This is an optimization exercise on Yosys and OpenROAD, whose aim is small area, a short achievable clock period and few clock cycles per item, not a production implementation.
RTL that was checked went through simulation tests only; none was proved equivalent to the original.

==> 01-13: inputs <==
Design qr_cordic_top, start of the top module:
module qr_cordic_top (
  input  logic        clk,
  input  logic        rst_n,
  input  logic        valid,
  input  logic [25:0] in_row,      
  output logic        out_valid,
  output logic [25:0] out_row      
);
clock: 10.0 ns
lec_check: 0
cap_margin: 20
core_margin: 2
core_utilization: 30
slew_margin: 20
synth_hierarchical: 1
synth_minimum_keep_size: 10
run.sh (not shown) runs the stock make flow with config.mk's settings and CLKGATE_MAP_FILE= SYNTH_SCRIPT=/design/flow/synth_recipe.tcl, a recipe that flattens the netlist after the stock synthesis.
==> 02-21 (differences from 01-13) <==
--- a/flow/design.v
+++ b/flow/design.v
@@ -28,50 +28,57 @@
   logic signed [12:0] x1 [4];
   logic signed [12:0] y1 [4];
   assign x0[0] = x0_i;
   assign y0[0] = ys0_i;
   assign x1[0] = x1_i;
   assign y1[0] = ys1_i;
   logic s0;
   logic [2:0] ph0;
-  assign ph0 = ph;
+  logic [2:0] ph0_0;
+  phase_nr #(.P(3)) u_ph0_0 (.clk(clk), .rst_n(rst_n), .d(ph_d), .q(ph0_0));
+  logic [2:0] ph0_1;
+  phase_nr_n #(.P(3)) u_ph0_1 (.clk(clk), .rst_n(rst_n), .d(ph_d), .q(ph0_1));
   logic [12:0] shx0_0, shy0_0, shx1_0, shy1_0;
-  assign shy0_0 = (({13{ph0[0]}} & 13'(y0[0] >>> 0)) | ({13{ph0[1]}} & 13'(y0[0] >>> 3)) | ({13{ph0[2]}} & 13'(y0[0] >>> 6)));
-  assign shx0_0 = (({13{ph0[0]}} & 13'(x0[0] >>> 0)) | ({13{ph0[1]}} & 13'(x0[0] >>> 3)) | ({13{ph0[2]}} & 13'(x0[0] >>> 6)));
-  assign shy1_0 = (({13{ph0[0]}} & 13'(y1[0] >>> 0)) | ({13{ph0[1]}} & 13'(y1[0] >>> 3)) | ({13{ph0[2]}} & 13'(y1[0] >>> 6)));
-  assign shx1_0 = (({13{ph0[0]}} & 13'(x1[0] >>> 0)) | ({13{ph0[1]}} & 13'(x1[0] >>> 3)) | ({13{ph0[2]}} & 13'(x1[0] >>> 6)));
+  assign shy0_0 = (({13{ph0_0[0]}} & 13'(y0[0] >>> 0)) | ({13{ph0_0[1]}} & 13'(y0[0] >>> 3)) | ({13{ph0_0[2]}} & 13'(y0[0] >>> 6)));
+  assign shx0_0 = (({13{ph0_0[0]}} & 13'(x0[0] >>> 0)) | ({13{ph0_0[1]}} & 13'(x0[0] >>> 3)) | ({13{ph0_0[2]}} & 13'(x0[0] >>> 6)));
+  assign shy1_0 = (({13{ph0_1[0]}} & 13'(y1[0] >>> 0)) | ({13{ph0_1[1]}} & 13'(y1[0] >>> 3)) | ({13{ph0_1[2]}} & 13'(y1[0] >>> 6)));
+  assign shx1_0 = (({13{ph0_1[0]}} & 13'(x1[0] >>> 0)) | ({13{ph0_1[1]}} & 13'(x1[0] >>> 3)) | ({13{ph0_1[2]}} & 13'(x1[0] >>> 6)));
   assign s0 = sgn;                            
   add3 u_x0_0 (.a(x0[0]), .b(shy0_0 ^ {13{s0}}), .c(yc0_i ^ {13{s0}}), .ci1(s0), .ci2(yk0_i ^ s0), .s(x0[1]));
   add3 u_y0_0 (.a(y0[0]), .b(shx0_0 ^ {13{sgn_n}}), .c(yc0_i), .ci1(sgn_n), .ci2(yk0_i), .s(y0[1]));
   add3 u_x1_0 (.a(x1[0]), .b(shy1_0 ^ {13{s0}}), .c(yc1_i ^ {13{s0}}), .ci1(s0), .ci2(yk1_i ^ s0), .s(x1[1]));
   add3 u_y1_0 (.a(y1[0]), .b(shx1_0 ^ {13{sgn_n}}), .c(yc1_i), .ci1(sgn_n), .ci2(yk1_i), .s(y1[1]));
   logic s1;
   logic [2:0] ph1;
-  logic [2:0] phn1;
-  phase_reg_n #(.P(3)) u_ph1 (.clk(clk), .rst_n(rst_n), .d_n(~ph_d), .q_n(phn1));
-  assign ph1 = ~phn1;
+  logic [2:0] ph1_0;
+  phase_s_n #(.P(3)) u_ph1_0 (.clk(clk), .rst_n(rst_n), .d(ph_d), .q(ph1_0));
+  logic [2:0] ph1_1;
+  phase_r_n #(.P(3)) u_ph1_1 (.clk(clk), .rst_n(rst_n), .d(ph_d), .q(ph1_1));
   logic [12:0] shx0_1, shy0_1, shx1_1, shy1_1;
-  assign shy0_1 = (({13{ph1[0]}} & 13'(y0[1] >>> 1)) | ({13{ph1[1]}} & 13'(y0[1] >>> 4)) | ({13{ph1[2]}} & 13'(y0[1] >>> 7)));
-  assign shx0_1 = (({13{ph1[0]}} & 13'(x0[1] >>> 1)) | ({13{ph1[1]}} & 13'(x0[1] >>> 4)) | ({13{ph1[2]}} & 13'(x0[1] >>> 7)));
-  assign shy1_1 = (({13{ph1[0]}} & 13'(y1[1] >>> 1)) | ({13{ph1[1]}} & 13'(y1[1] >>> 4)) | ({13{ph1[2]}} & 13'(y1[1] >>> 7)));
-  assign shx1_1 = (({13{ph1[0]}} & 13'(x1[1] >>> 1)) | ({13{ph1[1]}} & 13'(x1[1] >>> 4)) | ({13{ph1[2]}} & 13'(x1[1] >>> 7)));
+  assign shy0_1 = (({13{ph1_0[0]}} & 13'(y0[1] >>> 1)) | ({13{ph1_0[1]}} & 13'(y0[1] >>> 4)) | ({13{ph1_0[2]}} & 13'(y0[1] >>> 7)));
+  assign shx0_1 = (({13{ph1_0[0]}} & 13'(x0[1] >>> 1)) | ({13{ph1_0[1]}} & 13'(x0[1] >>> 4)) | ({13{ph1_0[2]}} & 13'(x0[1] >>> 7)));
+  assign shy1_1 = (({13{ph1_1[0]}} & 13'(y1[1] >>> 1)) | ({13{ph1_1[1]}} & 13'(y1[1] >>> 4)) | ({13{ph1_1[2]}} & 13'(y1[1] >>> 7)));
+  assign shx1_1 = (({13{ph1_1[0]}} & 13'(x1[1] >>> 1)) | ({13{ph1_1[1]}} & 13'(x1[1] >>> 4)) | ({13{ph1_1[2]}} & 13'(x1[1] >>> 7)));
   assign s1 = y0[1][12];                    
   addsub u_x0_1 (.a(x0[1]), .b(shy0_1), .sub(s1),  .s(x0[2]));
   addsub u_y0_1 (.a(y0[1]), .b(shx0_1), .sub(~s1), .s(y0[2]));
   addsub u_x1_1 (.a(x1[1]), .b(shy1_1), .sub(s1),  .s(x1[2]));
   addsub u_y1_1 (.a(y1[1]), .b(shx1_1), .sub(~s1), .s(y1[2]));
   logic s2;
   logic [2:0] ph2;
-  phase_reg_nr #(.P(3)) u_ph2 (.clk(clk), .d(ph_d), .q(ph2));
+  logic [2:0] ph2_0;
+  phase_s #(.P(3)) u_ph2_0 (.clk(clk), .rst_n(rst_n), .d(ph_d), .q(ph2_0));
+  logic [2:0] ph2_1;
+  assign ph2_1 = ph;
   logic [12:0] shx0_2, shy0_2, shx1_2, shy1_2;
-  assign shy0_2 = (({13{ph2[0]}} & 13'(y0[2] >>> 2)) | ({13{ph2[1]}} & 13'(y0[2] >>> 5)));
-  assign shx0_2 = (({13{ph2[0]}} & 13'(x0[2] >>> 2)) | ({13{ph2[1]}} & 13'(x0[2] >>> 5)));
-  assign shy1_2 = (({13{ph2[0]}} & 13'(y1[2] >>> 2)) | ({13{ph2[1]}} & 13'(y1[2] >>> 5)));
-  assign shx1_2 = (({13{ph2[0]}} & 13'(x1[2] >>> 2)) | ({13{ph2[1]}} & 13'(x1[2] >>> 5)));
+  assign shy0_2 = (({13{ph2_0[0]}} & 13'(y0[2] >>> 2)) | ({13{ph2_0[1]}} & 13'(y0[2] >>> 5)));
+  assign shx0_2 = (({13{ph2_0[0]}} & 13'(x0[2] >>> 2)) | ({13{ph2_0[1]}} & 13'(x0[2] >>> 5)));
+  assign shy1_2 = (({13{ph2_1[0]}} & 13'(y1[2] >>> 2)) | ({13{ph2_1[1]}} & 13'(y1[2] >>> 5)));
+  assign shx1_2 = (({13{ph2_1[0]}} & 13'(x1[2] >>> 2)) | ({13{ph2_1[1]}} & 13'(x1[2] >>> 5)));
   assign s2 = y0[2][12];                    
   addsub u_x0_2 (.a(x0[2]), .b(shy0_2), .sub(s2),  .s(x0[3]));
   addsub u_y0_2 (.a(y0[2]), .b(shx0_2), .sub(~s2), .s(y0[3]));
   addsub u_x1_2 (.a(x1[2]), .b(shy1_2), .sub(s2),  .s(x1[3]));
   addsub u_y1_2 (.a(y1[2]), .b(shx1_2), .sub(~s2), .s(y1[3]));
   assign x0_o = x0[3];
   assign y0_o = y0[3];
   assign x1_o = x1[3];
@@ -137,40 +144,61 @@
   assign td = ~ve;
   assign s1 = ta ^ tb ^ tc;
   assign k1 = {(ta[20:0] & tb[20:0]) | (ta[20:0] & tc[20:0]) | (tb[20:0] & tc[20:0]), 1'b1};
   assign s2 = s1 ^ k1 ^ td;
   assign k2 = {(s1[20:0] & k1[20:0]) | (s1[20:0] & td[20:0]) | (k1[20:0] & td[20:0]), 1'b1};
   assign q  = s2 + k2;
   assign g  = q[21:9];
 endmodule
-module phase_reg_nr #(
-  parameter int P = 3
-) (
-  input  logic         clk,
-  input  logic [P-1:0] d,
-  output logic [P-1:0] q
-);
+module phase_nr #(parameter int P = 3) (
+  input  logic clk, input logic rst_n, input logic [P-1:0] d, output logic [P-1:0] q);
   always_ff @(posedge clk) begin
     q <= d;
   end
 endmodule
-module phase_reg_n #(
-  parameter int P = 3
-) (
-  input  logic         clk,
-  input  logic         rst_n,
-  input  logic [P-1:0] d_n,
-  output logic [P-1:0] q_n
-);
+module phase_nr_n #(parameter int P = 3) (
+  input  logic clk, input logic rst_n, input logic [P-1:0] d, output logic [P-1:0] q);
+  logic [P-1:0] qn;
+  always_ff @(posedge clk) begin
+    qn <= ~d;
+  end
+  assign q = ~qn;
+endmodule
+module phase_s_n #(parameter int P = 3) (
+  input  logic clk, input logic rst_n, input logic [P-1:0] d, output logic [P-1:0] q);
+  logic [P-1:0] qn;
+  always_ff @(posedge clk or negedge rst_n) begin
+    if (!rst_n) begin
+      qn <= '1;
+    end else begin
+      qn <= ~d;
+    end
+  end
+  assign q = ~qn;
+endmodule
+module phase_r_n #(parameter int P = 3) (
+  input  logic clk, input logic rst_n, input logic [P-1:0] d, output logic [P-1:0] q);
+  logic [P-1:0] qn;
+  always_ff @(posedge clk or negedge rst_n) begin
+    if (!rst_n) begin
+      qn <= '0;
+    end else begin
+      qn <= ~d;
+    end
+  end
+  assign q = ~qn;
+endmodule
+module phase_s #(parameter int P = 3) (
+  input  logic clk, input logic rst_n, input logic [P-1:0] d, output logic [P-1:0] q);
   always_ff @(posedge clk or negedge rst_n) begin
     if (!rst_n) begin
-      q_n <= '1;
+      q <= '1;
     end else begin
-      q_n <= d_n;
+      q <= d;
     end
   end
 endmodule
 `timescale 1ns/100ps
 module qr_row_store (
   input  logic        clk,
   input  logic        rst_n,
   input  logic        clr,
- SETUP_SLACK_MARGIN: not set -> 4
- TNS_END_PERCENT: not set -> 0
==> summary.txt <==
02-21 produced a clean layout. 01-13 produced a clean layout.
First-iteration DRC count: 02-21 is larger than 01-13 (about 14%).
Flip-flop and latch count: 02-21 is higher than 01-13 (9).
In 02-21 the critical path depth is higher than in 01-13, by 1.
In 02-21 the die area is larger than in 01-13, by 0.81%.
Of 01-13 and 02-21, 01-13 has the higher clock-buffer cell count (gap 4).
Of 01-13 and 02-21, 02-21 has the higher synthesized area (gap about 0.8%, measured against 02-21).
Of 02-21 and 01-13, 01-13 has the higher sequential share of layout area (gap 1.5 points).
Between 01-13 and 02-21, the lower register-to-register slack is in 01-13 (gap 1400 ps).
Clock skew is about the same in 02-21 and 01-13.
In 02-21 the wire length is larger than in 01-13, by about 8%.
==> figures <==
Critical-path maximum fanout: 01-13 50; 02-21 18
Sequential fraction of total cell area: 01-13 20.5%; 02-21 19.0%
Routed met2 length: 01-13 33100 um; 02-21 35700 um
Number of buffers created by CTS: 01-13 26; 02-21 24
Synthesized Nets: 01-13 3152; 02-21 3163
GR Layer Usage met2: 01-13 25.8%; 02-21 26.0%
Later-pin clock latency in the skew report: 01-13 590 ps; 02-21 550 ps
Run status: 01-13 no timing/DRC/antenna violations; 02-21 no timing/DRC/antenna violations
Post-CTS setup-driven buffer insertion count: 01-13 0; 02-21 124
Worst slack on hold paths: 01-13 417 ps; 02-21 460 ps
Height of the chip: 01-13 299 um; 02-21 300 um
Portion of the layout cell area used by clock cells: 01-13 2.95%; 02-21 2.62%
Post-DR wirelength/cell: 01-13 19.1 um; 02-21 19.6 um
Highest Clock Rate: 01-13 117 MHz; 02-21 139 MHz
Via total after detailed routing: 01-13 20400; 02-21 21700
Number of sinks driven by the clock tree: 01-13 213; 02-21 222
Met3 track utilization from global routing: 01-13 1.95%; 02-21 3.23%
Number of filler instances in the final layout: 01-13 8749; 02-21 8674
Testbench counts of 02-21, summed over its fixed seeds: cycles 8,000, matrices 320.
No functional check of the RTL was part of 01-13.

port drivers added, routing unchanged:
The results above use ideal ports. As a check the final layouts listed here were re-extracted and re-timed, cells and wires unchanged.
Step 1 sets driving cells, clkbuf_16 on the clock port and buf_2 on the other inputs (assumed; they add their load-dependent delay and slew).
Step 2 times the ports against the registers' clock, not the clock port: input delays grow and output delays shrink by t, the midpoint of the rising clock arrivals with the driver on.
Slacks: ideal ports / drivers / drivers and shift; pairs: ideal ports / drivers.
| run | t (ns) | setup WS [ns] | worst slew at a driven data input, ns |
|---|---|---|---|
| 01-13 | 0.631 | 1.441 / 1.441 / 1.441 | 0.04 |
| 02-21 | 0.599 | 2.818 / 2.818 / 2.818 | 0.09 |
After both steps every run listed still meets setup and hold.
